Background: an optimization exercise with open tools, aiming at small area and a short achievable clock period. Do not read the settings as production practice. At most, simulation tests tie the RTL to the original design; equivalence was not proved. Only the layout flow was run in runs 1 to 3 and 6; the RTL was not checked for function there. No activity file was given, so power comes from the tool's default toggle rates.

File: flow/design.v
`default_nettype none
package video_pkg;
	localparam int H_TOTAL  = 24;  
	localparam int H_SYNC   = 2;   
	localparam int H_BPORCH = 4;   
	localparam int H_RES    = 16;  
	localparam int V_TOTAL  = 8;   
	localparam int V_SYNC   = 1;   
	localparam int V_BPORCH = 2;   
	localparam int V_RES    = 4;   
	localparam logic HS_POL = 1'b1;
	localparam logic VS_POL = 1'b1;
	localparam int ALIGN_DEPTH = 2;
	localparam int CNT_W = 5;
	typedef enum logic [1:0] {
		PH_SYNC,    
		PH_BPORCH,  
		PH_ACTIVE,  
		PH_FPORCH   
	} line_phase_t;
	typedef struct packed {
		logic [7:0] r;
		logic [7:0] g;
		logic [7:0] b;
	} rgb888_t;
endpackage
`default_nettype wire
`default_nettype none
package buffer_pkg;
	typedef struct packed {
		logic [4:0] r;  
		logic [5:0] g;  
		logic [4:0] b;  
	} rgb565_t;
	localparam int FIFO_DEPTH = 64;  
	localparam int FIFO_AW    = 6;   
endpackage
`default_nettype wire
`timescale 1ns/1ps
`default_nettype none
module video_top (
	input  wire        I_clk,
	input  wire        rst_n1,
	input  wire        de_in,
	input  wire        vs_n_in,    
	input  wire  [7:0] r_in,
	input  wire  [7:0] g_in,
	input  wire  [7:0] b_in,
	output logic       de_out,
	output logic       hs_out,
	output logic       vs_out,
	output logic [7:0] r_out,
	output logic [7:0] g_out,
	output logic [7:0] b_out,
	output logic       overflow,   
	output logic       underflow   
);
	logic        vs_n_d;
	logic        armed;
	logic        wr_en_n;   
	logic [15:0] wr_pixel;
	logic        tg;        
	logic        frame_start;
	assign frame_start = vs_n_d & ~vs_n_in;
	assign wr_en_n     = de_in & (armed | frame_start);
	always_ff @(posedge I_clk or negedge rst_n1)
	begin
		if (!rst_n1)
		begin
			vs_n_d <= 1'b1;
			armed  <= 1'b0;
		end
		else
		begin
			vs_n_d <= vs_n_in;
			if (frame_start)
				armed <= 1'b1;
		end
	end
	always_ff @(posedge I_clk)
		wr_pixel <= {r_in[7:3], g_in[7:2], b_in[7:3]} ^ {16{~tg}};
	logic [4:0] h;
	logic [2:0] v;
	logic       rd_en_n;   
	logic       h_last;
	logic       v_act;
	assign h_last  = (h == 5'd23);
	assign v_act   = (v >= 3'd3) && (v < 3'd7);
	assign rd_en_n = (h >= 5'd4) && (h < 5'd20) && v_act;
	always_ff @(posedge I_clk or negedge rst_n1)
	begin
		if (!rst_n1)
		begin
			h      <= 5'd22;  
			v      <= 3'd7;
			de_out <= 1'b0;
			hs_out <= 1'b0;
			vs_out <= 1'b0;
		end
		else
		begin
			h      <= h_last ? 5'd0 : h + 5'd1;
			if (h_last)
				v <= v + 3'd1;  
			de_out <= (h >= 5'd6) && (h < 5'd22) && v_act;
			hs_out <= (h < 5'd2);
			vs_out <= (v == 3'd0);
		end
	end
	logic [15:0] s [0:63];
	logic [6:0]  count;
	logic        wr_ok;     
	logic        rd_ok;     
	logic        clr_k;     
	logic        clr_k1;    
	logic        ce_wr;     
	logic        co_wr;     
	logic        wpar;      
	logic        ovf_ev;    
	logic        unf_ev;    
	logic [7:0]  wc;        
	logic [7:0]  wr;        
	logic [7:0]  hc;        
	logic [7:0]  hr;        
	logic       inc, dec;
	logic       is0, is1, is62, is63, is64;
	logic       full_n, empty_n, c63_n, wr_ok_n, rd_ok_n, wpar_n;
	always_comb
	begin
		inc     = wr_ok & ~rd_ok;
		dec     = rd_ok & ~wr_ok;
		is0     = (count == 7'd0);
		is1     = (count == 7'd1);
		is62    = (count == 7'd62);
		is63    = (count == 7'd63);
		is64    = count[6];
		full_n  = (is64 & ~rd_ok) | (is63 & inc);
		empty_n = (is0 & ~wr_ok) | (is1 & dec);
		c63_n   = (is63 & ~inc & ~dec) | (is62 & inc) | (is64 & dec);
		wr_ok_n = wr_en_n & ~full_n;
		rd_ok_n = rd_en_n & ~empty_n;
		wpar_n  = wpar ^ wr_ok;
	end
	always_ff @(posedge I_clk or negedge rst_n1)
	begin
		if (!rst_n1)
		begin
			tg        <= 1'b0;
			count     <= '0;
			wr_ok     <= 1'b0;
			rd_ok     <= 1'b0;
			clr_k     <= 1'b1;
			clr_k1    <= 1'b0;
			ce_wr     <= 1'b0;
			co_wr     <= 1'b0;
			wpar      <= 1'b0;
			ovf_ev    <= 1'b0;
			unf_ev    <= 1'b0;
			wc        <= 8'h01;
			wr        <= 8'h01;
			hc        <= 8'h01;
			hr        <= 8'h01;
			overflow  <= 1'b0;
			underflow <= 1'b0;
		end
		else
		begin
			tg     <= ~tg;
			if (inc)
				count <= count + 7'd1;
			else if (dec)
				count <= count - 7'd1;
			wr_ok  <= wr_ok_n;
			rd_ok  <= rd_ok_n;
			clr_k  <= ~full_n | rd_ok_n;
			clr_k1 <= wr_ok_n & (~c63_n | rd_ok_n);
			ce_wr  <= wr_ok_n & ~wpar_n;
			co_wr  <= wr_ok_n & wpar_n;
			wpar   <= wpar_n;
			ovf_ev <= wr_en_n & full_n;
			unf_ev <= rd_en_n & empty_n;
			if (wr_ok)
			begin
				wc <= {wc[6:0], wc[7]};
				if (wc[7])
					wr <= {wr[6:0], wr[7]};
			end
			if (rd_ok)
			begin
				hc <= {hc[6:0], hc[7]};
				if (hc[7])
					hr <= {hr[6:0], hr[7]};
			end
			if (ovf_ev)
				overflow <= 1'b1;
			if (unf_ev)
				underflow <= 1'b1;
		end
	end
	logic [7:0]  xk;
	logic [7:0]  xk1;
	logic [7:0]  zc;
	logic [63:0] rsel;
	logic [15:0] ce;    
	logic [15:0] co;    
	always_comb
	begin
		xk  = wc & {8{clr_k}};
		xk1 = wc & {8{clr_k1}};
		zc  = xk | {xk1[6:0], 1'b0};
		for (int a = 0; a < 8; a++)
		begin
			rsel[8*a] = (wr[a] & xk[0]) | (wr[(a + 7) % 8] & xk1[7]);
			for (int b = 1; b < 8; b++)
				rsel[8*a+b] = wr[a] & zc[b];
		end
		ce = {16{~ce_wr}} | wr_pixel;
		co = {16{~co_wr}} | wr_pixel;
	end
	always_ff @(posedge I_clk)
	begin
		for (int i = 0; i < 64; i++)
			s[i] <= ~(s[i] | ({16{rsel[i]}} & ((i % 2 == 0) ? ce : co)));
	end
	logic [15:0] rd_raw;
	logic [15:0] rd_raw_d;
	logic [15:0] row_data [0:7];
	logic        okd;
	always_comb
	begin
		for (int i = 0; i < 8; i++)
		begin
			row_data[i] = '0;
			for (int j = 0; j < 8; j++)
				row_data[i] = row_data[i] | (s[8*i+j] & {16{hc[j]}});
		end
		rd_raw_d = '0;
		for (int i = 0; i < 8; i++)
			rd_raw_d = rd_raw_d | (row_data[i] & {16{hr[i]}});
	end
	logic [15:0] pix_q;
	always_ff @(posedge I_clk)
	begin
		rd_raw <= rd_raw_d;
		okd    <= rd_ok;
		pix_q  <= okd ? (rd_raw ^ {16{~tg}}) : 16'd0;  
	end
	assign r_out = {pix_q[15:11], 3'b000};
	assign g_out = {pix_q[10:5], 2'b00};
	assign b_out = {pix_q[4:0], 3'b000};
endmodule
`default_nettype wire
File: flow/run.sh
#!/bin/bash
# synth_recipe.tcl (not shown) runs the flow's synth.tcl, then flattens the netlist and writes it again
# the make line also repeats each setting of config.mk as NAME=value (left out here)
make -C /OpenROAD-flow-scripts/flow DESIGN_CONFIG=/design/flow/config.mk WORK_HOME=/design/flow/orfs CLKGATE_MAP_FILE= SYNTH_SCRIPT=/design/flow/synth_recipe.tcl finish
File: flow/config.mk
export PLATFORM = sky130hd
export DESIGN_NAME = video_top
export DESIGN_NICKNAME = video_top
export VERILOG_FILES = /design/flow/design.v
export SDC_FILE = /design/flow/constraint.sdc
export NUM_CORES = 4
export LEC_CHECK = 0
export CAP_MARGIN = 20
export CORE_MARGIN = 2
export CORE_UTILIZATION = 60
export SETUP_SLACK_MARGIN = 2.2
export SLEW_MARGIN = 20
File: flow/constraint.sdc
create_clock -name core_clock -period 4.0 [get_ports {I_clk}]
set_input_delay 0.8000 -clock core_clock [delete_from_list [all_inputs] [get_ports {I_clk}]]
set_output_delay 0.8000 -clock core_clock [all_outputs]
set_load 0.01 [all_outputs]
==> results of run 1 <==
==> power breakdown <==
group | switching (mW) | internal [mW]
logic | 1.32 | 0.308
registers | 0.169 | 11.4
clock network | 4.53 | 6.51
total | 6.02 | 18.2
==> metal layers <==
metal  routed length [microns]  share of wire  GRT usage
met1                     54020           0.39     0.5725
met2                     58890           0.42     0.6204
met3                     17790           0.13     0.1099
met4                      8424          0.061     0.2269
met5                        23        0.00017          0
==> cells by family after synthesis <==
kind of cell,after synthesis,synth area share
AOI/OAI and AO/OA,1636,0.2624
xor gates and xnor gates,44,0.01037
adders and majority gates,12,0.004042
buffers and inverters,393,0.04318
DFF,1137,0.6218
muxes,31,0.009364
other,1,0.0001010
and+or+nand+nor,296,0.04877
==> worst max path at each step <==
| stage | from | endpoint | slack [ps] | cells past startpoint |
|---|---|---|---|---|
| final | hc[5] | rd_raw[0] | 1840 | 7 |
| after global routing | hc[5] | rd_raw[0] | 1890 | 7 |
| after CTS | hc[5] | rd_raw[2] | 1960 | 7 |
| after detailed placement | hc[4] | rd_raw[10] | 1420 | 5 |
| after global placement | hc[4] | rd_raw[10] | 1400 | 5 |
| after floorplan | rd_ok | clr_k1 | 2220 | 8 |
==> metrics by stage <==
stage / hold WS, ps / setup WS, ps / power, mW / util / cell area (sq um)
floorplan: 382.4 / 2218 / 12.54 / - / 37170
global placement: 397.1 / 1403 / 13.21 / 0.6154 / 37840
detailed placement: 399.6 / 1416 / 13.25 / 0.6154 / 37840
CTS: 72.46 / 1963 / 24.03 / 0.7298 / 44870
global route: 97.15 / 1894 / 24.70 / 0.7391 / 45440
finish: 93.54 / 1837 / 24.25 / 0.7391 / 45440
==> cell type report <==
type                    count  area (sq um)
flip-flops and latches   1137         23150
clock buffers             145          3147
clock inverters            61         742.0
well taps                 790         988.4
repair buffers            281          3829
inverters                  15         60.06
fillers                  4124         16040
multi-input cells        2027         13530
==> timing repair <==
action | CTS | global route
cloned | 28 | 3
hold buffers | 0 | 0
buffers inserted | 98 | 18
resized for setup | 369 | 64
setup endpoints to repair | 929 | 389
pin swaps | 114 | 58
==> registers in the layout, summed over array words and instances, names as in the netlist, 3 cells and up <==
signal	flops
s	1024
pix_q	16
rd_raw	16
wr_pixel	16
hc	8
hr	8
wc	8
wr	8
count	7
h	5
v	3
==> cells in the mapped netlist (2+ instances only) <==
| cell | count |
|---|---|
| sky130_fd_sc_hd__or2_2 | 3 |
| sky130_fd_sc_hd__nor3b_1 | 2 |
| sky130_fd_sc_hd__nand4_1 | 147 |
| sky130_fd_sc_hd__nand2_1 | 10 |
| sky130_fd_sc_hd__nand2b_1 | 34 |
| sky130_fd_sc_hd__nor2_1 | 6 |
| sky130_fd_sc_hd__inv_1 | 14 |
| sky130_fd_sc_hd__dfstp_2 | 12 |
| sky130_fd_sc_hd__buf_4 | 9 |
| sky130_fd_sc_hd__nor2b_1 | 59 |
| sky130_fd_sc_hd__and2_1 | 19 |
| sky130_fd_sc_hd__a22o_1 | 8 |
| sky130_fd_sc_hd__a22oi_2 | 7 |
| sky130_fd_sc_hd__dfrtp_1 | 52 |
| sky130_fd_sc_hd__buf_1 | 23 |
| sky130_fd_sc_hd__nor3_1 | 3 |
| sky130_fd_sc_hd__nand3_1 | 6 |
| sky130_fd_sc_hd__mux2_2 | 30 |
| sky130_fd_sc_hd__dfxtp_1 | 1073 |
| sky130_fd_sc_hd__o21ai_0 | 8 |
| sky130_fd_sc_hd__buf_2 | 75 |
| sky130_fd_sc_hd__xnor2_1 | 36 |
| sky130_fd_sc_hd__a22oi_1 | 576 |
| sky130_fd_sc_hd__a21oi_1 | 1028 |
| sky130_fd_sc_hd__ha_1 | 12 |
| sky130_fd_sc_hd__xor2_1 | 8 |
| sky130_fd_sc_hd__clkbuf_1 | 271 |
==> results_tabular.tex, run 1 <==
\begin{tabular}{lr}
\hline
Metric & Value \\
\hline
\multicolumn{2}{l}{\textbf{Flow run}} \\
Number of maximum-capacitance constraint violations & 0 \\
\multicolumn{2}{l}{\textbf{Synth}} \\
Area share of the largest cell type after synthesis & 0.5783 \\
Number of enable-type register cells in the synthesized netlist & 0 \\
Synth area leaders & sky130\_fd\_sc\_hd\_\_dfxtp\_1 58\%, sky130\_fd\_sc\_hd\_\_a21oi\_1 14\%, sky130\_fd\_sc\_hd\_\_a22oi\_1 12\%, sky130\_fd\_sc\_hd\_\_dfrtp\_1 3.5\%, sky130\_fd\_sc\_hd\_\_clkbuf\_1 2.7\% \\
Register bit total from synthesis & 1,137 \\
Post-synthesis cell type with the largest combined area & sky130\_fd\_sc\_hd\_\_dfxtp\_1 \\
Number of unique standard cell types used by synthesis & 46 \\
Summed instance area of the synthesized netlist & 37,150 sq um \\
Post-synthesis instance total & between 3k and 4k \\
Share of synthesized registers carrying an async set or reset & 0.05629 \\
Average instance area after synthesis & about 10 sq um \\
Yosys warning count & 3 \\
Share of the yosys chip area belonging to registers & 0.6218 \\
Primary flip-flop cell chosen by synthesis mapping & sky130\_fd\_sc\_hd\_\_dfxtp\_1 \\
\multicolumn{2}{l}{\textbf{Place}} \\
Number of cells in the design after placement & roughly 4.1k \\
Port bufs & 40 \\
Routability-driven placement congestion ratio & $\sim$0.86 \\
Detailed placer's ending HPWL & roughly 70,000 microns \\
\multicolumn{2}{l}{\textbf{Layout}} \\
Most frequent standard cell in the layout excluding fill and tap cells & sky130\_fd\_sc\_hd\_\_dfxtp\_1 \\
Proportion of layout cells with a drive suffix above 1 & 0.1975 \\
Area delta synth->final & 22.33\% \\
Layout Nets & roughly 3.6k \\
Number of inserted diodes & 0 \\
Non-filler instance count after layout & roughly 4.5k \\
Most frequent cells in the layout & 1,065 x sky130\_fd\_sc\_hd\_\_dfxtp\_1, 1,027 x sky130\_fd\_sc\_hd\_\_a21oi\_1, 433 x sky130\_fd\_sc\_hd\_\_a22oi\_1 \\
\multicolumn{2}{l}{\textbf{Worst setup path}} \\
Worst Setup Path Type & register to register \\
Worst path required time & roughly 4500 ps \\
Critical Path Fanout Max & 7 \\
Top delay family on crit path & compound AO/OA/AOI/OAI gates \\
Worst reg2reg startpoint & hc[5] \\
Cell with the largest stage delay on the worst path & sky130\_fd\_sc\_hd\_\_dfrtp\_4 \\
Data arrival time of the critical path & 2690 ps \\
Capturing element type of the critical path & register \\
Number of buffer and inverter instances along the worst setup path & 3 \\
Number of cells traversed by the worst register-to-register path & 7 \\
Crit path cell chain & buf\_12 > buf\_6 > buf\_12 > a22oi\_2 > nand4\_1 > a22oi\_2 > nand4\_1 \\
Reg2Reg Capture Point & rd\_raw[0] \\
Longest individual stage delay on the worst path & about 500 ps \\
Critical Path Start Type & register \\
Minimum setup slack among reg-to-reg paths & 1840 ps \\
\multicolumn{2}{l}{\textbf{Global routing}} \\
Maximum number of pins on one net before global-route repair & 35 \\
GR Util All Layers & 0.4225 \\
Vias in the first global route & between 30k and 40k \\
Number of antenna violations at the first check in global routing & 2 \\
Global route total overflow & 0 \\
First-pass GRT wire length & a little under 200,000 microns \\
\multicolumn{2}{l}{\textbf{STA}} \\
Tightest Pin Transition & around 1200 ps \\
Final critical delay including setup and external delays & about 2200 ps \\
Final worst path period share & 0.5409 \\
Worst Skew & roughly 22 ps \\
Final setup fails & 0 \\
Count of final max-slew check failures & 0 \\
Relative slew margins & 0.1944 \\
RSZ-0062 raised after global routing & yes \\
Setup TNS Final & 0 ps \\
Upper clock frequency limit & roughly 0.46 GHz \\
Final Hold Fails & 0 \\
\multicolumn{2}{l}{\textbf{Floorplan}} \\
Die Span X & 252.8 microns \\
Initial standard-cell utilization of the core & 0.6042 \\
Core Region & around 61,000 sq um \\
Placement Rows & 91 \\
Ports & 57 \\
Area of the die & 63,920 sq um \\
Vert. Die Dim & approximately 250 microns \\
\multicolumn{2}{l}{\textbf{Drt}} \\
Drt initial violations & about 5k \\
DR DRC count & 0 \\
Wirelength, routed & 139,200 microns \\
Per-cell routed wire length & about 31 microns \\
First-pass iteration count of the detailed router & 8 \\
Antenna Nets Post-Route & 0 \\
Number of vias per cell & between 7 and 8 \\
Routed vias & 31.71k \\
\multicolumn{2}{l}{\textbf{CTS}} \\
Clk\_lat worst skew & 680 ps \\
TritonCTS Sinks & 1,137 \\
Clock slew at reported path FFs & around 70 ps \\
Clock buffers created by TritonCTS & 108 \\
Root buffer selected by CTS & sky130\_fd\_sc\_hd\_\_clkbuf\_16 \\
Number of H-tree branching levels & 3 \\
TritonCTS clock tree & done \\
Maximum buffer depth of the clock tree & 3 \\
\multicolumn{2}{l}{\textbf{Pwr}} \\
P\_leak & about 19 nW \\
P per Cell Area & around 530 nW/um\^{}2 \\
Max VDD drop & around 400 uV \\
\multicolumn{2}{l}{\textbf{Min path}} \\
Min-Delay Path Class & input pin to async pin \\
\multicolumn{2}{l}{\textbf{Run status}} \\
Run status & finished clean \\
\hline
\end{tabular}
==> inputs of run 2 (changes only) <==
--- a/flow/config.mk
+++ b/flow/config.mk
@@ -8,5 +8,7 @@
 export CAP_MARGIN = 20
 export CORE_MARGIN = 2
 export CORE_UTILIZATION = 60
+export CTS_CLUSTER_DIAMETER = 100
+export CTS_CLUSTER_SIZE = 25
 export SETUP_SLACK_MARGIN = 2.2
 export SLEW_MARGIN = 20
==> run 2 against run 1 <==
Against the previous run: first-iteration DRC count fell by 12%; critical endpoint unchanged; utilization shrank 3.4 points; worst setup slack better by 71 ps; final cell count fell by 2.8%.
==> results_tabular.tex, run 2 <==
\begin{tabular}{lr}
\hline
Metric & Value \\
\hline
\multicolumn{2}{l}{\textbf{Run status}} \\
Run status & finished clean \\
\multicolumn{2}{l}{\textbf{Drt}} \\
Number of vias per cell & just over 7 \\
Drt initial violations & between 4k and 5k \\
Antenna Nets Post-Route & 0 \\
Routed vias & around 31k \\
First-pass iteration count of the detailed router & 9 \\
Wirelength, routed & around 140,000 microns \\
Per-cell routed wire length & approximately 31 microns \\
DR DRC count & 0 \\
\multicolumn{2}{l}{\textbf{Place}} \\
Routability-driven placement congestion ratio & 0.8585 \\
Number of cells in the design after placement & about 4.1k \\
Pre-CTS WS & 1416 ps \\
Port bufs & 40 \\
Placed instance area & between 30,000 and 40,000 sq um \\
Detailed placer's ending HPWL & $\sim$69,000 microns \\
\multicolumn{2}{l}{\textbf{Worst setup path}} \\
Worst Setup Path Type & register to register \\
Longest individual stage delay on the worst path & $\sim$580 ps \\
Worst path required time & $\sim$4500 ps \\
Critical Path Start Type & register \\
Cell with the largest stage delay on the worst path & sky130\_fd\_sc\_hd\_\_dfrtp\_4 \\
Capturing element type of the critical path & register \\
Top delay family on crit path & compound AO/OA/AOI/OAI gates \\
Critical Path Fanout Max & 11 \\
Data arrival time of the critical path & 2610 ps \\
Number of buffer and inverter instances along the worst setup path & 2 \\
Crit path cell chain & buf\_16 > buf\_16 > a22oi\_2 > nand4\_1 > a22oi\_2 > nand4\_1 \\
\multicolumn{2}{l}{\textbf{Synth}} \\
Cell with the most instances after synthesis & sky130\_fd\_sc\_hd\_\_dfxtp\_1 \\
Number of unique standard cell types used by synthesis & 46 \\
Share of the yosys chip area belonging to registers & 0.6218 \\
Main combinational cell family by area after synthesis & compound AO/OA/AOI/OAI gates \\
Share of the synthesized area in compound gates (AO/OA/AOI/OAI) & 0.2624 \\
Synth area leaders & sky130\_fd\_sc\_hd\_\_dfxtp\_1 58\%, sky130\_fd\_sc\_hd\_\_a21oi\_1 14\%, sky130\_fd\_sc\_hd\_\_a22oi\_1 12\%, sky130\_fd\_sc\_hd\_\_dfrtp\_1 3.5\%, sky130\_fd\_sc\_hd\_\_clkbuf\_1 2.7\% \\
Area share of the largest cell type after synthesis & 0.5783 \\
Synthesized-area fraction occupied by xor and xnor cells & 0.01037 \\
Post-synthesis instance total & roughly 3.6k \\
Register bit total from synthesis & 1,137 \\
Post-synthesis cell type with the largest combined area & sky130\_fd\_sc\_hd\_\_dfxtp\_1 \\
Yosys warning count & 3 \\
Number of enable-type register cells in the synthesized netlist & 0 \\
Mux cell area share after synthesis & 0.009364 \\
Post-synthesis simple-gate area fraction & 0.04877 \\
Average instance area after synthesis & around 10 sq um \\
Share of synthesized registers carrying an async set or reset & 0.05629 \\
Arithmetic-cell share of the synthesized area counting full adders, half adders and majority gates & 0.004042 \\
Primary flip-flop cell chosen by synthesis mapping & sky130\_fd\_sc\_hd\_\_dfxtp\_1 \\
Most used standard cells in the synthesized netlist & 1,073 x sky130\_fd\_sc\_hd\_\_dfxtp\_1, 1,028 x sky130\_fd\_sc\_hd\_\_a21oi\_1, 576 x sky130\_fd\_sc\_hd\_\_a22oi\_1 \\
Summed instance area of the synthesized netlist & roughly 37,000 sq um \\
\multicolumn{2}{l}{\textbf{STA}} \\
Post-layout worst setup margin & between 1500 and 2000 ps \\
Relative slew margins & 0.1948 \\
Upper clock frequency limit & about 0.48 GHz \\
RSZ-0062 raised after global routing & yes \\
Final setup fails & 0 \\
Worst Skew & 23.83 ps \\
Final critical delay including setup and external delays & 2092 ps \\
Tightest Pin Transition & roughly 1200 ps \\
Setup TNS Final & 0 ps \\
Final Hold Fails & 0 \\
Final worst path period share & 0.5231 \\
Count of final max-slew check failures & 0 \\
\multicolumn{2}{l}{\textbf{Layout}} \\
Utilization after layout & 0.7052 \\
Non-filler instance count after layout & 4,332 \\
Summed area of non-filler cells in the final layout & 43,360 sq um \\
Biggest register & s \\
Number of flip-flops in the largest register & roughly 1.0k \\
Most frequent cells in the layout & 1,065 x sky130\_fd\_sc\_hd\_\_dfxtp\_1, 1,027 x sky130\_fd\_sc\_hd\_\_a21oi\_1, 388 x sky130\_fd\_sc\_hd\_\_a22oi\_1 \\
Layout Nets & about 3.6k \\
Layout filler cell count & 4,443 \\
Most frequent standard cell in the layout excluding fill and tap cells & sky130\_fd\_sc\_hd\_\_dfxtp\_1 \\
Proportion of layout cells with a drive suffix above 1 & 0.1823 \\
Area delta synth->final & 16.72\% \\
\multicolumn{2}{l}{\textbf{Global routing}} \\
GR Util All Layers & 0.4105 \\
Maximum number of pins on one net before global-route repair & 39 \\
Number of antenna violations at the first check in global routing & 2 \\
Vias in the first global route & about 30k \\
First-pass GRT wire length & just under 200,000 microns \\
Global route total overflow & 0 \\
\multicolumn{2}{l}{\textbf{Pwr}} \\
P per Cell Area & between 400 and 500 nW/um\^{}2 \\
P\_leak & 17.54 nW \\
Max VDD drop & roughly 370 uV \\
\multicolumn{2}{l}{\textbf{CTS}} \\
Clock slew at reported path FFs & around 100 ps \\
TritonCTS clock tree & done \\
Maximum buffer depth of the clock tree & 3 \\
Root buffer selected by CTS & sky130\_fd\_sc\_hd\_\_clkbuf\_16 \\
TritonCTS Sinks & roughly 1.1k \\
Number of hold buffers added after cts & 0 \\
Number of H-tree branching levels & 2 \\
Clock buffers created by TritonCTS & 51 \\
Clk\_lat worst skew & 650 ps \\
\multicolumn{2}{l}{\textbf{Floorplan}} \\
Initial standard-cell utilization of the core & 0.6042 \\
Ports & 57 \\
Placement Rows & slightly above 90 \\
Area of the die & $\sim$64,000 sq um \\
Vert. Die Dim & 252.8 microns \\
Die Span X & about 250 microns \\
Core Region & about 61,000 sq um \\
\multicolumn{2}{l}{\textbf{Flow run}} \\
Number of maximum-capacitance constraint violations & 0 \\
\multicolumn{2}{l}{\textbf{Min path}} \\
Min-Delay Path Class & input pin to async pin \\
\hline
\end{tabular}
## run 2: layer usage
layer | GRT usage | vias to the layer above | share of wire
met5 | 0 | - | 0.000089
met4 | 0.1964 | 2 | 0.053
met3 | 0.09940 | 426 | 0.13
met2 | 0.6137 | 2324 | 0.43
met1 | 0.5612 | 15350 | 0.39
li1 | - | 12960 | -
## run 2: area by class of cell
cell class	count	area [sq um]	area share
clock buffer	66	1375	0.03172
clock inverter	1	16.27	0.0003752
sequential	1137	23150	0.5339
multi-input combinational	2027	13780	0.3178
tap	790	988.4	0.02280
antenna	3	7.507	0.0001732
timing repair buffer	293	3985	0.09191
inverter	15	60.06	0.001385
## run 2: timing repair
| action | in CTS | in global routing |
|---|---|---|
| pin swaps | 146 | 73 |
| gates resized for setup | 399 | 98 |
| gates cloned | 27 | 7 |
| setup buffers | 99 | 27 |
| setup endpoints to repair | 925 | 504 |
## run 2: final timing paths
kind / startpoint / end / slack [ps] / depth (start not counted)
worst max-delay path: hc[4] / rd_raw[0] / 1910 / 6
worst min-delay path: rst_n1 / hs_out / 80 / 1
worst max register to register: hc[4] / rd_raw[0] / 1910 / 6
worst min register to register: s[8][0] / s[8][0] / 410 / 1
max in group asynchronous: rst_n1 / hr[0] / 3130 / 2
min in group core_clock: s[8][0] / s[8][0] / 410 / 1
## run 2: cells by family (layout without fill, tap and decap cells)
logic type / after synthesis / count (layout)
AO/OA/AOI/OAI: 1636 / 1636
flip-flops: 1137 / 1137
buffers and inverters: 393 / 375
AND/OR/NAND/NOR: 296 / 296
XOR/XNOR: 44 / 44
multiplexers: 31 / 31
adder cells (fa/ha/maj): 12 / 12
other: 1 / 11
## run 2: worst reg2reg max path, cell delays in order (launching register included)
cell,delay (ps)
sky130_fd_sc_hd__dfrtp_4,580
sky130_fd_sc_hd__buf_16,200
sky130_fd_sc_hd__buf_16,160
sky130_fd_sc_hd__a22oi_2,170
sky130_fd_sc_hd__nand4_1,230
sky130_fd_sc_hd__a22oi_2,450
sky130_fd_sc_hd__nand4_1,170
## run 2: per-stage QoR
stage | hold slack (ps) | power, mW
after CTS | 94.24 | 18.93
final | 83.76 | 19.13
after global routing | 111.4 | 19.55
after floorplan | 382.4 | 12.54
after global placement | 397.1 | 13.21
after detailed placement | 399.6 | 13.25
## run 2: power by group
group	switching, mW	leakage (nW)	internal (mW)
Sequential	0.154	9.83	11.4
Combinational	1.33	7.04	0.335
Clock	3.49	0.676	2.43
Total	4.97	17.5	14.2
==> inputs of run 3 (changes only) <==
--- a/flow/config.mk
+++ b/flow/config.mk
@@ -10,5 +10,5 @@
 export CORE_UTILIZATION = 60
 export CTS_CLUSTER_DIAMETER = 100
 export CTS_CLUSTER_SIZE = 25
-export SETUP_SLACK_MARGIN = 2.2
+export SETUP_SLACK_MARGIN = 2.0
 export SLEW_MARGIN = 20
==> run 3 against run 2 <==
Against the previous run: critical endpoint is now rd_raw[3]; via count is 3.1% lower; clock skew up 5.1 ps; critical path type unchanged; largest power group unchanged; design area fell by 5.1%.
==> results_tabular.tex, run 3 <==
\begin{tabular}{lr}
\hline
Metric & Value \\
\hline
\multicolumn{2}{l}{\textbf{Min path}} \\
Min-Delay Path Class & input pin to async pin \\
\multicolumn{2}{l}{\textbf{Synth}} \\
Synth area leaders & sky130\_fd\_sc\_hd\_\_dfxtp\_1 58\%, sky130\_fd\_sc\_hd\_\_a21oi\_1 14\%, sky130\_fd\_sc\_hd\_\_a22oi\_1 12\%, sky130\_fd\_sc\_hd\_\_dfrtp\_1 3.5\%, sky130\_fd\_sc\_hd\_\_clkbuf\_1 2.7\% \\
Yosys warning count & 3 \\
Summed instance area of the synthesized netlist & between 30,000 and 40,000 sq um \\
Primary flip-flop cell chosen by synthesis mapping & sky130\_fd\_sc\_hd\_\_dfxtp\_1 \\
Number of enable-type register cells in the synthesized netlist & 0 \\
Post-synthesis cell type with the largest combined area & sky130\_fd\_sc\_hd\_\_dfxtp\_1 \\
Register bit total from synthesis & roughly 1.1k \\
Post-synthesis instance total & 3,550 \\
Most used standard cells in the synthesized netlist & 1,073 x sky130\_fd\_sc\_hd\_\_dfxtp\_1, 1,028 x sky130\_fd\_sc\_hd\_\_a21oi\_1, 576 x sky130\_fd\_sc\_hd\_\_a22oi\_1 \\
Share of synthesized registers carrying an async set or reset & 0.05629 \\
Share of the yosys chip area belonging to registers & 0.6218 \\
Average instance area after synthesis & 10.46 sq um \\
Area share of the largest cell type after synthesis & 0.5783 \\
Cell with the most instances after synthesis & sky130\_fd\_sc\_hd\_\_dfxtp\_1 \\
Number of unique standard cell types used by synthesis & 46 \\
\multicolumn{2}{l}{\textbf{Drt}} \\
First-pass iteration count of the detailed router & 6 \\
Antenna Nets Post-Route & 0 \\
Wirelength, routed & about 130,000 microns \\
Number of vias per cell & around 7 \\
Routed vias & approximately 30k \\
Drt initial violations & about 4.3k \\
DR DRC count & 0 \\
Per-cell routed wire length & between 30 and 40 microns \\
\multicolumn{2}{l}{\textbf{Place}} \\
Routability-driven placement congestion ratio & approximately 0.86 \\
Number of cells in the design after placement & 4,100 \\
Detailed placer's ending HPWL & 67,600 microns \\
Port bufs & 40 \\
\multicolumn{2}{l}{\textbf{Layout}} \\
Most frequent standard cell in the layout excluding fill and tap cells & sky130\_fd\_sc\_hd\_\_dfxtp\_1 \\
Footprint of the flip-flops and latches & about 23,000 sq um \\
Area delta synth->final & 10.73\% \\
Layout Nets & about 3.5k \\
Number of inserted diodes & 0 \\
Biggest register & s \\
Number of flip-flops in the largest register & $\sim$1.0k \\
Layout filler cell count & 4,699 \\
Non-filler instance count after layout & between 4k and 5k \\
Proportion of layout cells with a drive suffix above 1 & 0.1281 \\
Most frequent cells in the layout & 1,069 x sky130\_fd\_sc\_hd\_\_dfxtp\_1, 1,028 x sky130\_fd\_sc\_hd\_\_a21oi\_1, 483 x sky130\_fd\_sc\_hd\_\_a22oi\_1 \\
Combined area of the multi-input logic cells & about 13,000 sq um \\
\multicolumn{2}{l}{\textbf{CTS}} \\
Number of hold buffers added after cts & 0 \\
Number of H-tree branching levels & 2 \\
Root buffer selected by CTS & sky130\_fd\_sc\_hd\_\_clkbuf\_16 \\
Clock slew at reported path FFs & about 100 ps \\
Maximum buffer depth of the clock tree & 3 \\
Clk\_lat worst skew & roughly 660 ps \\
TritonCTS clock tree & done \\
TritonCTS Sinks & 1,137 \\
Clock buffers created by TritonCTS & 51 \\
\multicolumn{2}{l}{\textbf{STA}} \\
Tightest Pin Transition & between 1000 and 1500 ps \\
Final critical delay including setup and external delays & between 2000 and 2500 ps \\
RSZ-0062 raised after global routing & yes \\
Setup TNS Final & 0 ps \\
Count of final max-slew check failures & 0 \\
Upper clock frequency limit & between 0.4 and 0.5 GHz \\
Final worst path period share & 0.5355 \\
Worst Skew & 28.93 ps \\
Final setup fails & 0 \\
Relative slew margins & 0.1718 \\
Final Hold Fails & 0 \\
\multicolumn{2}{l}{\textbf{Global routing}} \\
GR Util All Layers & 0.3891 \\
Maximum number of pins on one net before global-route repair & a little under 70 \\
Vias in the first global route & roughly 28k \\
Number of antenna violations at the first check in global routing & 3 \\
First-pass GRT wire length & between 150,000 and 200,000 microns \\
Global route total overflow & 0 \\
\multicolumn{2}{l}{\textbf{Floorplan}} \\
Core Region & approximately 61,000 sq um \\
Area of the die & around 64,000 sq um \\
Initial standard-cell utilization of the core & 0.6042 \\
Vert. Die Dim & about 250 microns \\
Placement Rows & 91 \\
Die Span X & 252.8 microns \\
Ports & between 50 and 60 \\
\multicolumn{2}{l}{\textbf{Flow run}} \\
Number of maximum-capacitance constraint violations & 0 \\
\multicolumn{2}{l}{\textbf{Worst setup path}} \\
Critical Path Start Type & register \\
Minimum setup slack among reg-to-reg paths & approximately 1900 ps \\
Worst setup path start & hc[5] \\
Capturing element type of the critical path & register \\
Reg2Reg Capture Point & rd\_raw[3] \\
Critical Path Fanout Max & 7 \\
Worst reg2reg startpoint & hc[5] \\
Worst Setup Path Type & register to register \\
Number of cells traversed by the worst register-to-register path & 6 \\
Endpoint of the worst setup timing path & rd\_raw[3] \\
Worst path required time & approximately 4500 ps \\
Data arrival time of the critical path & about 2600 ps \\
\multicolumn{2}{l}{\textbf{Pwr}} \\
Max VDD drop & 388.4 uV \\
Tot Pwr & around 19 mW \\
P per Cell Area & between 400 and 500 nW/um\^{}2 \\
P\_leak & roughly 17 nW \\
\multicolumn{2}{l}{\textbf{Run status}} \\
Run status & finished clean \\
\hline
\end{tabular}
## run 3: cell counts after synthesis
No cell type changed its count.
## run 3: kinds of logic after synthesis
family / synth area share
AOI/OAI and AO/OA: 0.2624
DFF: 0.6218
buffers and inverters: 0.04318
and+or+nand+nor: 0.04877
xor gates and xnor gates: 0.01037
muxes: 0.009364
adders and majority gates: 0.004042
other: 0.0001010
## run 3: where the power goes
part	internal [mW]	switching (mW)
Sequential	11.4	0.176
Combinational	0.269	1.25
Clock	2.41	3.48
## run 3: worst min path at each step
stage                     slack [ps]     start  depth (start not counted)        to
after floorplan                  380     rd_ok                          0       okd
after global placement           400   s[7][3]                          1   s[7][3]
after detailed placement         400  s[39][6]                          1  s[39][6]
final                            170    rst_n1                          1     hc[6]
after CTS                        180    rst_n1                          1     hc[6]
after global routing             220    rst_n1                          1  count[1]
## run 3: layout make-up
| class | instances | area share |
|---|---|---|
| Multi-Input combinational cell | 2027 | 0.3192 |
| Timing Repair Buffer | 214 | 0.05935 |
| Tap cell | 790 | 0.02403 |
| Sequential cell | 1137 | 0.5624 |
| Inverter | 15 | 0.001399 |
| Clock inverter | 1 | 0.0003954 |
| Clock buffer | 63 | 0.03316 |
## run 3: stage by stage
step	setup WS, ps	instance area, sq um	utilization	hold WS [ps]
after floorplan	2089	37170	-	381.5
after global placement	1442	37850	0.6155	397.1
after detailed placement	1411	37850	0.6155	399.6
after CTS	1821	40460	0.6580	183.8
after global routing	1882	41130	0.6690	221.0
final	1858	41130	0.6690	174.4
## run 3: layer usage
metal | global-route usage | vias up | share of wire
li1 | - | 12770 | -
met1 | 0.5393 | 14910 | 0.40
met2 | 0.5758 | 2045 | 0.43
met3 | 0.08625 | 354 | 0.12
met4 | 0.1934 | 6 | 0.051
met5 | 0 | - | 0.00026
## run 3: timing repair
action | 4_1_cts | 5_1_grt
gates resized for setup | 171 | 67
setup buffers | 55 | 20
endpoints found under the hold margin | 0 | 0
cloned | 4 | 4
endpoints found under the setup margin | 535 | 409
pin swaps | 32 | 65
## run 3: critical path, stage by stage (launching register included)
cell	delay (ps)
sky130_fd_sc_hd__dfrtp_4	600
sky130_fd_sc_hd__buf_12	200
sky130_fd_sc_hd__buf_16	170
sky130_fd_sc_hd__a22oi_1	230
sky130_fd_sc_hd__nand4_1	220
sky130_fd_sc_hd__a22oi_2	410
sky130_fd_sc_hd__nand4_1	150
==> inputs of run 4 (changes only) <==
--- a/flow/design.v
+++ b/flow/design.v
@@ -120,7 +120,7 @@
 	logic        unf_ev;    
 	logic [7:0]  wc;        
 	logic [7:0]  wr;        
-	logic [7:0]  hc;        
+	logic [7:0]  hc [0:3];  
 	logic [7:0]  hr;        
 	logic       inc, dec;
 	logic       is0, is1, is62, is63, is64;
@@ -158,7 +158,8 @@
 			unf_ev    <= 1'b0;
 			wc        <= 8'h01;
 			wr        <= 8'h01;
-			hc        <= 8'h01;
+			for (int q = 0; q < 4; q++)
+				hc[q] <= 8'h01;
 			hr        <= 8'h01;
 			overflow  <= 1'b0;
 			underflow <= 1'b0;
@@ -187,8 +188,9 @@
 			end
 			if (rd_ok)
 			begin
-				hc <= {hc[6:0], hc[7]};
-				if (hc[7])
+				for (int q = 0; q < 4; q++)
+					hc[q] <= {hc[q][6:0], hc[q][7]};
+				if (hc[0][7])
 					hr <= {hr[6:0], hr[7]};
 			end
 			if (ovf_ev)
@@ -232,7 +234,7 @@
 		begin
 			row_data[i] = '0;
 			for (int j = 0; j < 8; j++)
-				row_data[i] = row_data[i] | (s[8*i+j] & {16{hc[j]}});
+				row_data[i] = row_data[i] | (s[8*i+j] & {16{hc[i/2][j]}});
 		end
 		rd_raw_d = '0;
 		for (int i = 0; i < 8; i++)
--- a/flow/config.mk
+++ b/flow/config.mk
@@ -7,7 +7,7 @@
 export LEC_CHECK = 0
 export CAP_MARGIN = 20
 export CORE_MARGIN = 2
-export CORE_UTILIZATION = 60
+export CORE_UTILIZATION = 75
 export CTS_CLUSTER_DIAMETER = 100
 export CTS_CLUSTER_SIZE = 25
 export SETUP_SLACK_MARGIN = 2.0
==> run 4 against run 3 <==
Against the previous run: design area decreased by 1.2%; sequential power about the same; wire length decreased by 7.7%; sequential share of layout area increased by 2.3 points; non-clock buffer count decreased by 67; clock power increased by 1%; combinational power decreased by 4%; register-to-register slack about the same; hold slack got worse by 21 ps; critical endpoint unchanged.
==> results_tabular.tex, run 4 <==
\begin{tabular}{lr}
\hline
Metric & Value \\
\hline
\multicolumn{2}{l}{\textbf{Run status}} \\
Run status & finished clean \\
\multicolumn{2}{l}{\textbf{CTS}} \\
Maximum buffer depth of the clock tree & 3 \\
TritonCTS Sinks & approximately 1.2k \\
Number of hold buffers added after cts & 0 \\
Clock buffers created by TritonCTS & 52 \\
Clock slew at reported path FFs & around 100 ps \\
Number of H-tree branching levels & 2 \\
TritonCTS clock tree & done \\
Clk\_lat worst skew & about 650 ps \\
Root buffer selected by CTS & sky130\_fd\_sc\_hd\_\_clkbuf\_16 \\
\multicolumn{2}{l}{\textbf{Layout}} \\
Most frequent cells in the layout & 1,065 x sky130\_fd\_sc\_hd\_\_dfxtp\_1, 1,028 x sky130\_fd\_sc\_hd\_\_a21oi\_1, 543 x sky130\_fd\_sc\_hd\_\_a22oi\_1 \\
Most frequent standard cell in the layout excluding fill and tap cells & sky130\_fd\_sc\_hd\_\_dfxtp\_1 \\
Largest registers & s: 1024 flops, hc: 32 flops \\
Number of flip-flops in the largest register & about 1.0k \\
Biggest register & s \\
Combined area of the multi-input logic cells & approximately 13,000 sq um \\
Area delta synth->final & 6.732\% \\
Non-filler instance count after layout & 4,115 \\
Footprint of the flip-flops and latches & 23,770 sq um \\
Layout filler cell count & 2,933 \\
Layout Nets & about 3.5k \\
Proportion of layout cells with a drive suffix above 1 & 0.1139 \\
\multicolumn{2}{l}{\textbf{Global routing}} \\
Global route total overflow & 0 \\
Maximum number of pins on one net before global-route repair & 42 \\
Vias in the first global route & 30.32k \\
First-pass GRT wire length & between 150,000 and 200,000 microns \\
Number of antenna violations at the first check in global routing & 8 \\
GR Util All Layers & 0.4386 \\
\multicolumn{2}{l}{\textbf{Synth}} \\
Number of enable-type register cells in the synthesized netlist & 0 \\
Area share of the largest cell type after synthesis & 0.5643 \\
Cell with the most instances after synthesis & sky130\_fd\_sc\_hd\_\_dfxtp\_1 \\
Share of the yosys chip area belonging to registers & 0.6226 \\
Primary flip-flop cell chosen by synthesis mapping & sky130\_fd\_sc\_hd\_\_dfxtp\_1 \\
Average instance area after synthesis & 10.54 sq um \\
Register bit total from synthesis & roughly 1.2k \\
Summed instance area of the synthesized netlist & 38,070 sq um \\
Number of unique standard cell types used by synthesis & 45 \\
Yosys warning count & 4 \\
Most used standard cells in the synthesized netlist & 1,073 x sky130\_fd\_sc\_hd\_\_dfxtp\_1, 1,028 x sky130\_fd\_sc\_hd\_\_a21oi\_1, 576 x sky130\_fd\_sc\_hd\_\_a22oi\_1 \\
Share of synthesized registers carrying an async set or reset & 0.07580 \\
Post-synthesis cell type with the largest combined area & sky130\_fd\_sc\_hd\_\_dfxtp\_1 \\
Post-synthesis instance total & between 3k and 4k \\
Synth area leaders & sky130\_fd\_sc\_hd\_\_dfxtp\_1 56\%, sky130\_fd\_sc\_hd\_\_a21oi\_1 14\%, sky130\_fd\_sc\_hd\_\_a22oi\_1 11\%, sky130\_fd\_sc\_hd\_\_dfrtp\_1 4.8\%, sky130\_fd\_sc\_hd\_\_clkbuf\_1 3.0\% \\
\multicolumn{2}{l}{\textbf{Worst setup path}} \\
Crit path cell chain & buf\_4 > a22oi\_1 > nand4\_1 > a22oi\_1 > nand4\_1 \\
Critical Path Fanout Max & 26 \\
Reg2Reg Capture Point & rd\_raw[3] \\
Cell with the largest stage delay on the worst path & sky130\_fd\_sc\_hd\_\_dfrtp\_1 \\
Data arrival time of the critical path & approximately 2600 ps \\
Number of cells traversed by the worst register-to-register path & 5 \\
Critical Path Start Type & register \\
Worst path required time & between 4000 and 5000 ps \\
Minimum setup slack among reg-to-reg paths & 1850 ps \\
Number of buffer and inverter instances along the worst setup path & 1 \\
Worst Setup Path Type & register to register \\
Capturing element type of the critical path & register \\
Top delay family on crit path & compound AO/OA/AOI/OAI gates \\
Worst reg2reg startpoint & hc[3][7] \\
Longest individual stage delay on the worst path & approximately 570 ps \\
\multicolumn{2}{l}{\textbf{STA}} \\
Worst Skew & approximately 22 ps \\
Tightest Pin Transition & about 1300 ps \\
Final setup fails & 0 \\
Setup TNS Final & 0 ps \\
Upper clock frequency limit & 0.4655 GHz \\
Final Hold Fails & 0 \\
Count of final max-slew check failures & 0 \\
Relative slew margins & 0.1382 \\
RSZ-0062 raised after global routing & yes \\
Final critical delay including setup and external delays & roughly 2100 ps \\
Final worst path period share & 0.5371 \\
\multicolumn{2}{l}{\textbf{Min path}} \\
Min-Delay Path Class & input pin to async pin \\
\multicolumn{2}{l}{\textbf{Pwr}} \\
Reported net switching power & roughly 4.8 mW \\
Int Power & 14.37 mW \\
Sequential fraction of design power & 0.614 \\
Tot Pwr & 19.20 mW \\
Net switching fraction of the power & 0.2516 \\
Proportion of power drawn by the clock network & 0.310 \\
Max VDD drop & between 400 and 500 uV \\
P per Cell Area & 472.5 nW/um\^{}2 \\
Share of power burned in combinational logic & 0.076 \\
P\_leak & between 15 and 20 nW \\
\multicolumn{2}{l}{\textbf{Floorplan}} \\
Vert. Die Dim & 229.3 microns \\
Ports & between 50 and 60 \\
Die Span X & 229.3 microns \\
Initial standard-cell utilization of the core & 0.7587 \\
Placement Rows & approximately 80 \\
Core Region & around 50,000 sq um \\
Area of the die & about 53,000 sq um \\
\multicolumn{2}{l}{\textbf{Drt}} \\
Number of vias per cell & 7.508 \\
Per-cell routed wire length & about 29 microns \\
Wirelength, routed & about 120,000 microns \\
Drt initial violations & $\sim$5.1k \\
First-pass iteration count of the detailed router & 12 \\
Antenna Nets Post-Route & 0 \\
Routed vias & about 31k \\
DR DRC count & 0 \\
\multicolumn{2}{l}{\textbf{Place}} \\
Port bufs & 40 \\
Number of cells in the design after placement & about 4.0k \\
Detailed placer's ending HPWL & $\sim$68,000 microns \\
Routability-driven placement congestion ratio & between 0.8 and 0.9 \\
\multicolumn{2}{l}{\textbf{Flow run}} \\
Number of maximum-capacitance constraint violations & 0 \\
\hline
\end{tabular}
==> run 4: cell types whose count changed after synthesis, sizes merged, moves of 2 or more <==
cell and change:
buf -15, clkbuf +33, dfrtp +21, dfstp +3, inv -2, mux2 +24
nand2b +2, nand3 -2, nor2 -3, nor3 -2, or3 +2
==> run 4: cells by family after synthesis <==
| logic type | count (synthesis) | share of synthesized area |
|---|---|---|
| AOI/OAI and AO/OA | 1637 | 0.2561 |
| DFF | 1161 | 0.6226 |
| buffers and inverters | 408 | 0.04352 |
| and+or+nand+nor | 294 | 0.04756 |
| muxes | 54 | 0.01597 |
| xor gates and xnor gates | 44 | 0.01012 |
| adders and majority gates | 12 | 0.003944 |
| other | 1 | 0.00009851 |
==> run 4: repair_timing <==
item | 4_1_cts | 5_1_grt
endpoints found under the setup margin | 948 | 481
resized for setup | 168 | 50
pin swaps | 4 | 9
setup buffers | 14 | 23
==> run 4: worst register-to-register path: cells and delay by family, from the launching register on <==
family | cells | cell delay, ps
buffers and inverters | 1 | 360
DFF | 1 | 570
and+or+nand+nor | 2 | 360
AOI/OAI and AO/OA | 2 | 700
==> run 4: how the worst max path moves through the flow <==
stage | slack (ps) | from | cells after the start | endpoint
2_1_floorplan | 2010 | rd_ok | 9 | clr_k1
3_3_place_gp | 1670 | hc[0][2] | 5 | rd_raw[5]
3_5_place_dp | 1570 | co_wr | 3 | s[53][11]
4_1_cts | 1830 | clr_k | 3 | s[2][14]
5_1_grt | 1970 | hc[3][7] | 5 | rd_raw[3]
6_report | 1850 | hc[3][7] | 5 | rd_raw[3]
==> run 4: stage by stage <==
| stage | utilization | area (sq um) | hold WS [ps] | setup slack (ps) |
|---|---|---|---|---|
| floorplan | - | 38110 | 385.9 | 2013 |
| global placement | 0.7647 | 38360 | 396.8 | 1671 |
| detailed placement | 0.7647 | 38360 | 399.6 | 1573 |
| CTS | 0.8017 | 40220 | 154.7 | 1826 |
| global route | 0.8098 | 40630 | 195.5 | 1969 |
| finish | 0.8098 | 40630 | 153.4 | 1852 |
==> run 4: final cells by class <==
type	count	share of cell area
Clock buffer	72	0.03440
Clock inverter	1	0.0004003
Timing Repair Buffer	147	0.03009
Tap cell	672	0.02069
Multi-Input combinational cell	2049	0.3281
Inverter	12	0.001109
Antenna cell	1	0.00006159
Sequential cell	1161	0.5852
==> run 4: power by group through the flow <==
stage / sequential [mW] / combinational, mW / clock [mW]
floorplan: 12.0 / 0.801 / 0
global placement: 12.0 / 1.28 / 0
detailed placement: 12.1 / 1.33 / 0
CTS: 11.8 / 1.36 / 5.92
global route: 11.8 / 1.46 / 6.35
finish: 11.8 / 1.45 / 5.96
==> run 4: metal layers <==
layer,share of wire,wire length (microns),GRT usage
met5,0.00076,91,0
met4,0.059,7038,0.2624
met3,0.14,16450,0.1142
met2,0.44,52380,0.6626
met1,0.36,43090,0.5712
==> inputs of run 5 (changes only) <==
--- a/flow/config.mk
+++ b/flow/config.mk
@@ -7,7 +7,7 @@
 export LEC_CHECK = 0
 export CAP_MARGIN = 20
 export CORE_MARGIN = 2
-export CORE_UTILIZATION = 75
+export CORE_UTILIZATION = 60
 export CTS_CLUSTER_DIAMETER = 100
 export CTS_CLUSTER_SIZE = 25
 export SETUP_SLACK_MARGIN = 2.0
==> run 5 against run 4 <==
Against the previous run: hold slack improved by 110 ps; highest routed layer unchanged; critical path type unchanged; flip-flop and latch count is the same; via count is 3.5% lower.
==> results_tabular.tex, run 5 <==
\begin{tabular}{lr}
\hline
Metric & Value \\
\hline
\multicolumn{2}{l}{\textbf{Pwr}} \\
P per Cell Area & between 400 and 500 nW/um\^{}2 \\
Tot Pwr & around 19 mW \\
Max VDD drop & approximately 360 uV \\
P\_leak & between 15 and 20 nW \\
\multicolumn{2}{l}{\textbf{Synth}} \\
Yosys warning count & 4 \\
Register bit total from synthesis & between 1k and 1.5k \\
Number of enable-type register cells in the synthesized netlist & 0 \\
Average instance area after synthesis & 10.54 sq um \\
Share of synthesized registers carrying an async set or reset & 0.07580 \\
Most used standard cells in the synthesized netlist & 1,073 x sky130\_fd\_sc\_hd\_\_dfxtp\_1, 1,028 x sky130\_fd\_sc\_hd\_\_a21oi\_1, 576 x sky130\_fd\_sc\_hd\_\_a22oi\_1 \\
Area share of the largest cell type after synthesis & 0.5643 \\
Synth area leaders & sky130\_fd\_sc\_hd\_\_dfxtp\_1 56\%, sky130\_fd\_sc\_hd\_\_a21oi\_1 14\%, sky130\_fd\_sc\_hd\_\_a22oi\_1 11\%, sky130\_fd\_sc\_hd\_\_dfrtp\_1 4.8\%, sky130\_fd\_sc\_hd\_\_clkbuf\_1 3.0\% \\
Cell with the most instances after synthesis & sky130\_fd\_sc\_hd\_\_dfxtp\_1 \\
Primary flip-flop cell chosen by synthesis mapping & sky130\_fd\_sc\_hd\_\_dfxtp\_1 \\
Post-synthesis cell type with the largest combined area & sky130\_fd\_sc\_hd\_\_dfxtp\_1 \\
Number of unique standard cell types used by synthesis & between 40 and 50 \\
Share of the yosys chip area belonging to registers & 0.6226 \\
Summed instance area of the synthesized netlist & $\sim$38,000 sq um \\
Post-synthesis instance total & about 3.6k \\
\multicolumn{2}{l}{\textbf{STA}} \\
Final Hold Fails & 0 \\
Relative slew margins & 0.2276 \\
Post-Route Hold Slack & around 260 ps \\
Count of final max-slew check failures & 0 \\
Worst Skew & roughly 38 ps \\
Post-layout worst setup margin & $\sim$1900 ps \\
Setup TNS Final & 0 ps \\
Final setup fails & 0 \\
RSZ-0062 raised after global routing & yes \\
Final critical delay including setup and external delays & roughly 2100 ps \\
Final worst path period share & 0.5189 \\
Upper clock frequency limit & 0.4818 GHz \\
Tightest Pin Transition & about 1200 ps \\
\multicolumn{2}{l}{\textbf{Layout}} \\
Utilization after layout & 0.6555 \\
Non-filler instance count after layout & 4,332 \\
Largest registers & s: 1024 flops, hc: 32 flops \\
Proportion of layout cells with a drive suffix above 1 & 0.1236 \\
Most frequent standard cell in the layout excluding fill and tap cells & sky130\_fd\_sc\_hd\_\_dfxtp\_1 \\
Biggest register & s \\
Number of inserted diodes & 0 \\
Most frequent cells in the layout & 1,073 x sky130\_fd\_sc\_hd\_\_dfxtp\_1, 1,028 x sky130\_fd\_sc\_hd\_\_a21oi\_1, 535 x sky130\_fd\_sc\_hd\_\_a22oi\_1 \\
Area delta synth->final & 8.224\% \\
Summed area of non-filler cells in the final layout & between 40,000 and 50,000 sq um \\
Number of flip-flops in the largest register & 1,024 \\
Layout Nets & around 3.5k \\
\multicolumn{2}{l}{\textbf{Drt}} \\
Number of vias per cell & just under 7 \\
Routed vias & between 20k and 30k \\
First-pass iteration count of the detailed router & 6 \\
Antenna Nets Post-Route & 0 \\
DR DRC count & 0 \\
Drt initial violations & around 3.9k \\
Per-cell routed wire length & about 28 microns \\
Wirelength, routed & $\sim$120,000 microns \\
\multicolumn{2}{l}{\textbf{Floorplan}} \\
Vert. Die Dim & 255.9 microns \\
Core Region & about 63,000 sq um \\
Placement Rows & 92 \\
Area of the die & 65,470 sq um \\
Ports & 57 \\
Die Span X & $\sim$260 microns \\
Initial standard-cell utilization of the core & 0.6057 \\
\multicolumn{2}{l}{\textbf{Place}} \\
Pre-CTS WS & approximately 1400 ps \\
Routability-driven placement congestion ratio & 0.8726 \\
Port bufs & 40 \\
Placed instance area & 38,770 sq um \\
Number of cells in the design after placement & 4,210 \\
Detailed placer's ending HPWL & just over 70,000 microns \\
\multicolumn{2}{l}{\textbf{Min path}} \\
Min-Delay Path Class & input pin to async pin \\
\multicolumn{2}{l}{\textbf{Run status}} \\
Run status & finished clean \\
\multicolumn{2}{l}{\textbf{Global routing}} \\
Vias in the first global route & between 20k and 30k \\
Maximum number of pins on one net before global-route repair & 65 \\
GR Util All Layers & 0.3582 \\
Number of antenna violations at the first check in global routing & 3 \\
First-pass GRT wire length & 178,200 microns \\
Global route total overflow & 0 \\
\multicolumn{2}{l}{\textbf{Worst setup path}} \\
Longest individual stage delay on the worst path & 550 ps \\
Worst path required time & about 4500 ps \\
Critical Path Fanout Max & 13 \\
Cell with the largest stage delay on the worst path & sky130\_fd\_sc\_hd\_\_a22oi\_2 \\
Critical Path Start Type & register \\
Data arrival time of the critical path & about 2600 ps \\
Crit path cell chain & buf\_6 > a22oi\_1 > nand4\_1 > a22oi\_2 > nand4\_1 \\
Worst Setup Path Type & register to register \\
Capturing element type of the critical path & register \\
Most Frequent Cell on Critical Path & sky130\_fd\_sc\_hd\_\_nand4\_1 \\
\multicolumn{2}{l}{\textbf{CTS}} \\
Root buffer selected by CTS & sky130\_fd\_sc\_hd\_\_clkbuf\_16 \\
TritonCTS clock tree & done \\
Maximum buffer depth of the clock tree & 3 \\
Number of hold buffers added after cts & 0 \\
Clock buffers created by TritonCTS & 52 \\
Number of H-tree branching levels & 2 \\
Clock slew at reported path FFs & $\sim$100 ps \\
Clk\_lat worst skew & between 600 and 700 ps \\
TritonCTS Sinks & 1,161 \\
\multicolumn{2}{l}{\textbf{Flow run}} \\
Number of maximum-capacitance constraint violations & 0 \\
\hline
\end{tabular}
==> run 5: layer usage <==
| layer | wire length, microns | GRT usage | vias to the layer above |
|---|---|---|---|
| met2 | 54160 | 0.5511 | 1820 |
| met3 | 13400 | 0.08081 | 277 |
| met1 | 49730 | 0.4846 | 14820 |
| li1 | - | - | 12880 |
| met5 | 17 | 0 | - |
| met4 | 5760 | 0.1628 | 4 |
==> run 5: cell type report <==
cell class	count	area, sq um
sequential	1161	23800
fill	4983	21650
multi-input combinational	2049	13160
timing repair buffer	197	1738
clock buffer	66	1375
tap	846	1059
inverter	12	45.04
clock inverter	1	16.27
==> run 5: worst max-delay path, delay by kind of cell, from the launching register on <==
kind | cells | cell delay, ps
DFF | 1 | 510
and+or+nand+nor | 2 | 480
buffers and inverters | 1 | 190
AOI/OAI and AO/OA | 2 | 720
==> run 5: worst paths after layout <==
kind                       depth (start not counted)          to     start  slack, ps
hold reg to reg                                    1    s[38][3]  s[38][3]        410
setup / recovery                                   5  rd_raw[13]  hc[1][2]       1920
setup reg to reg                                   5  rd_raw[13]  hc[1][2]       1920
hold / removal                                     1      hs_out    rst_n1        260
min in group core_clock                            1    s[38][3]  s[38][3]        410
max in group asynchronous                          2      vs_n_d    rst_n1       2890
==> run 5: cells by family (layout without fill, tap and decap cells) <==
kind of cell / Yosys count / after routing / synth area share
buffers and inverters: 408 / 276 / 0.04352
other: 1 / 8 / 0.00009851
DFF: 1161 / 1161 / 0.6226
muxes: 54 / 54 / 0.01597
and+or+nand+nor: 294 / 294 / 0.04756
adders and majority gates: 12 / 12 / 0.003944
xor gates and xnor gates: 44 / 44 / 0.01012
AOI/OAI and AO/OA: 1637 / 1637 / 0.2561
==> run 5: power by group <==
group | internal (mW) | leakage [nW] | switching [mW]
clock network | 2.43 | 0.676 | 3.51
registers | 11.6 | 10.1 | 0.178
logic | 0.289 | 6.07 | 1.22
==> run 5: timing repair <==
item,CTS,global route
buffers inserted,22,33
pin swaps,14,19
resized for setup,171,47
gates cloned,0,0
setup endpoints to repair,704,234
==> inputs of run 6 (changes only) <==
--- a/flow/design.v
+++ b/flow/design.v
@@ -111,7 +111,7 @@
 	logic [6:0]  count;
 	logic        wr_ok;     
 	logic        rd_ok;     
-	logic        clr_k;     
+	logic        keep_k;    
 	logic        clr_k1;    
 	logic        ce_wr;     
 	logic        co_wr;     
@@ -149,7 +149,7 @@
 			count     <= '0;
 			wr_ok     <= 1'b0;
 			rd_ok     <= 1'b0;
-			clr_k     <= 1'b1;
+			keep_k    <= 1'b0;
 			clr_k1    <= 1'b0;
 			ce_wr     <= 1'b0;
 			co_wr     <= 1'b0;
@@ -173,7 +173,7 @@
 				count <= count - 7'd1;
 			wr_ok  <= wr_ok_n;
 			rd_ok  <= rd_ok_n;
-			clr_k  <= ~full_n | rd_ok_n;
+			keep_k <= full_n & ~rd_ok_n;
 			clr_k1 <= wr_ok_n & (~c63_n | rd_ok_n);
 			ce_wr  <= wr_ok_n & ~wpar_n;
 			co_wr  <= wr_ok_n & wpar_n;
@@ -207,7 +207,7 @@
 	logic [15:0] co;    
 	always_comb
 	begin
-		xk  = wc & {8{clr_k}};
+		xk  = wc & {8{~keep_k}};
 		xk1 = wc & {8{clr_k1}};
 		zc  = xk | {xk1[6:0], 1'b0};
 		for (int a = 0; a < 8; a++)
==> run 6 against run 5 <==
Against the previous run: power up 0.11%; global-route usage grew 0.23 points; sequential share of layout area rose by 0.49 points; final cell count shrank 1.4%; via count shrank 0.18%; largest power group unchanged; highest routed layer unchanged.
==> results_tabular.tex, run 6 <==
\begin{tabular}{lr}
\hline
Metric & Value \\
\hline
\multicolumn{2}{l}{\textbf{Run status}} \\
Run status & finished clean \\
\multicolumn{2}{l}{\textbf{Synth}} \\
Arithmetic-cell share of the synthesized area counting full adders, half adders and majority gates & 0.003930 \\
Average instance area after synthesis & between 10 and 15 sq um \\
Cell with the most instances after synthesis & sky130\_fd\_sc\_hd\_\_dfxtp\_1 \\
Synthesized-area fraction occupied by xor and xnor cells & 0.01009 \\
Post-synthesis cell type with the largest combined area & sky130\_fd\_sc\_hd\_\_dfxtp\_1 \\
Share of the synthesized area in compound gates (AO/OA/AOI/OAI) & 0.2568 \\
Post-synthesis instance total & about 3.6k \\
Primary flip-flop cell chosen by synthesis mapping & sky130\_fd\_sc\_hd\_\_dfxtp\_1 \\
Register bit total from synthesis & between 1k and 1.5k \\
Post-synthesis simple-gate area fraction & 0.04742 \\
Share of the yosys chip area belonging to registers & 0.6204 \\
Number of enable-type register cells in the synthesized netlist & 0 \\
Mux cell area share after synthesis & 0.01592 \\
Share of synthesized registers carrying an async set or reset & 0.07580 \\
Summed instance area of the synthesized netlist & 38,200 sq um \\
Most used standard cells in the synthesized netlist & 1,073 x sky130\_fd\_sc\_hd\_\_dfxtp\_1, 1,028 x sky130\_fd\_sc\_hd\_\_a21oi\_1, 576 x sky130\_fd\_sc\_hd\_\_a22oi\_1 \\
Synth area leaders & sky130\_fd\_sc\_hd\_\_dfxtp\_1 56\%, sky130\_fd\_sc\_hd\_\_a21oi\_1 13\%, sky130\_fd\_sc\_hd\_\_a22oi\_1 11\%, sky130\_fd\_sc\_hd\_\_dfrtp\_1 4.8\%, sky130\_fd\_sc\_hd\_\_nand4\_1 2.4\% \\
\multicolumn{2}{l}{\textbf{Layout}} \\
Area delta synth->final & 7.048\% \\
Biggest register & s \\
Non-filler instance count after layout & between 4k and 5k \\
Layout Nets & 3,454 \\
Largest registers & s: 1024 flops, hc: 32 flops \\
Most frequent cells in the layout & 1,066 x sky130\_fd\_sc\_hd\_\_dfxtp\_1, 1,028 x sky130\_fd\_sc\_hd\_\_a21oi\_1, 549 x sky130\_fd\_sc\_hd\_\_a22oi\_1 \\
Number of flip-flops in the largest register & just over 1k \\
\multicolumn{2}{l}{\textbf{Worst setup path}} \\
Data arrival time of the critical path & between 2000 and 3000 ps \\
Worst path required time & 4390 ps \\
Minimum setup slack among reg-to-reg paths & $\sim$1900 ps \\
Capturing element type of the critical path & register \\
Number of cells traversed by the worst register-to-register path & 4 \\
Worst reg2reg startpoint & hc[1][0] \\
Top delay family on crit path & flip-flops \\
Cell with the largest stage delay on the worst path & sky130\_fd\_sc\_hd\_\_dfstp\_4 \\
Critical Path Fanout Max & 34 \\
Number of buffer and inverter instances along the worst setup path & 0 \\
Critical Path Start Type & register \\
Number of logic stages on the critical path including buffering & 4 \\
Longest individual stage delay on the worst path & around 660 ps \\
Most Frequent Cell on Critical Path & sky130\_fd\_sc\_hd\_\_nand4\_1 \\
\multicolumn{2}{l}{\textbf{CTS}} \\
Maximum buffer depth of the clock tree & 3 \\
Number of hold buffers added after cts & 0 \\
TritonCTS Sinks & 1,161 \\
Root buffer selected by CTS & sky130\_fd\_sc\_hd\_\_clkbuf\_16 \\
Number of H-tree branching levels & 2 \\
\multicolumn{2}{l}{\textbf{Floorplan}} \\
Placement Rows & 92 \\
Ports & 57 \\
Vert. Die Dim & approximately 260 microns \\
Area of the die & between 60,000 and 70,000 sq um \\
Core Region & 62,970 sq um \\
Die Span X & 256.3 microns \\
\multicolumn{2}{l}{\textbf{Place}} \\
Detailed placer's ending HPWL & between 60,000 and 70,000 microns \\
Pre-CTS WS & roughly 1600 ps \\
\multicolumn{2}{l}{\textbf{STA}} \\
Final worst path period share & 0.5349 \\
Count of final max-slew check failures & 0 \\
Final setup fails & 0 \\
Final critical delay including setup and external delays & about 2100 ps \\
Setup TNS Final & 0 ps \\
Final Hold Fails & 0 \\
Tightest Pin Transition & approximately 1100 ps \\
Post-layout worst setup margin & about 1900 ps \\
Relative slew margins & 0.2559 \\
Worst Skew & about 31 ps \\
\multicolumn{2}{l}{\textbf{Drt}} \\
Wirelength, routed & between 100,000 and 150,000 microns \\
Antenna Nets Post-Route & 0 \\
Drt initial violations & 4,148 \\
First-pass iteration count of the detailed router & 6 \\
\multicolumn{2}{l}{\textbf{Flow run}} \\
Number of maximum-capacitance constraint violations & 0 \\
\multicolumn{2}{l}{\textbf{Global routing}} \\
Vias in the first global route & 28.81k \\
Number of antenna violations at the first check in global routing & 4 \\
\multicolumn{2}{l}{\textbf{Pwr}} \\
Max VDD drop & 387.7 uV \\
P\_leak & 16.75 nW \\
\hline
\end{tabular}
[run 6: changes by cell type in the layout (fill, tap and decap cells not counted), moves of 6 or more]
cell                              previous run  this run
sky130_fd_sc_hd__nor2b_1                    37        16
sky130_fd_sc_hd__clkdlybuf4s15_2             8         0
sky130_fd_sc_hd__a22oi_2                    48        27
sky130_fd_sc_hd__buf_4                     134        78
sky130_fd_sc_hd__buf_2                      11        20
sky130_fd_sc_hd__dfxtp_2                     0         7
sky130_fd_sc_hd__nor2b_4                    18        42
sky130_fd_sc_hd__buf_6                      13         3
sky130_fd_sc_hd__a22oi_1                   535       549
sky130_fd_sc_hd__a22oi_4                     0         7
sky130_fd_sc_hd__buf_16                      2         8
sky130_fd_sc_hd__dfxtp_1                  1073      1066
[run 6: layer usage]
layer | up-vias | share of wire | global-route usage | wire length (microns)
li1 | 12780 | - | - | -
met1 | 14740 | 0.40 | 0.4973 | 50150
met2 | 1965 | 0.45 | 0.5702 | 56450
met3 | 264 | 0.11 | 0.07019 | 14110
met4 | 4 | 0.030 | 0.1226 | 3795
met5 | - | 0.00017 | 0 | 21
[run 6: what timing repair did]
item	4_1_cts	5_1_grt
hold endpoints to repair	0	0
resized for setup	181	33
pin swaps	1	6
setup buffers	3	30
endpoints found under the setup margin	857	157
gates cloned	0	0
[run 6: where the power goes]
part	switching (mW)	internal, mW	total, mW
Sequential	0.124	11.6	11.8
Clock	3.57	2.43	6.00
Combinational	1.25	0.285	1.54
[run 6: worst paths after layout]
| kind | to |
|---|---|
| max in group asynchronous | hc[3][0] |
| min | h[3] |
| min in group core_clock | s[46][14] |
| max | rd_raw[12] |
| max reg2reg | rd_raw[12] |
| min reg2reg | s[46][14] |
[run 6: through the flow]
stage          hold WS (ps)    util  instance area, sq um  power, mW
2_1_floorplan         370.2       -                 38240      12.79
3_3_place_gp          397.0  0.6131                 38600      13.43
3_5_place_dp          399.3  0.6131                 38600      13.47
4_1_cts               327.4  0.6409                 40360      19.22
5_1_grt               367.3  0.6495                 40890      19.77
6_report              305.1  0.6495                 40900      19.29
[run 6: layout make-up]
| class | instances | area (sq um) |
|---|---|---|
| inverters | 13 | 48.80 |
| clock inverters | 1 | 16.27 |
| repair buffers | 136 | 1290 |
| flip-flops and latches | 1161 | 23830 |
| fillers | 4900 | 22070 |
| multi-input cells | 2050 | 13280 |
| well taps | 846 | 1059 |
| clock buffers | 65 | 1371 |
| diodes | 1 | 2.502 |
[run 6: kinds of logic (layout without fill, tap and decap cells)]
family,Yosys count,after routing
flops,1161,1161
mux,54,54
compound gates,1637,1637
xor+xnor,44,44
other cells,1,9
fa+ha+maj,12,12
buf+inv,408,215
simple gates,295,295
[run 6: worst register-to-register path: stages, from the launching register on]
cell and delay, ps:
sky130_fd_sc_hd__dfstp_4 660, sky130_fd_sc_hd__a22oi_1 300, sky130_fd_sc_hd__nand4_1 160, sky130_fd_sc_hd__a22oi_2 370, sky130_fd_sc_hd__nand4_1 380

[separate check: timing with driven ports]
In the flow no input, the clock included, has a driving cell. The finished layouts below were timed again as built, in two steps.
Step 1 (the two cells are an assumption about what drives the block):
set clk [get_ports {I_clk}]
set_driving_cell -lib_cell sky130_fd_sc_hd__clkbuf_16 $clk
set_driving_cell -lib_cell sky130_fd_sc_hd__buf_2 [delete_from_list [all_inputs] $clk]
Step 2 adds t to the input delays and takes it off the output delays; t is the mean of the earliest and latest rising clock arrival at the registers after step 1. Input paths then give back, and output paths get back, about the clock's delay inside the block.
Three values: ideal, step 1, step 2; two values: the first two.
run | t (ns) | setup slack, ns | pins driven straight from the clock port
run 1 | 0.742 | 1.837 / 1.837 / 1.788 | 1
run 2 | 0.710 | 1.908 / 1.908 / 1.837 | 1
run 3 | 0.706 | 1.858 / 1.858 / 1.858 | 1
run 4 | 0.704 | 1.852 / 1.852 / 1.720 | 1
run 5 | 0.702 | 1.925 / 1.925 / 1.925 | 1
run 6 | 0.708 | 1.860 / 1.860 / 1.769 | 1
After both steps setup and hold are still met in every run listed. For run 4, which loses most, drivers alone change the setup slack by 0.000 ns; drivers and shift together by -0.132 ns.
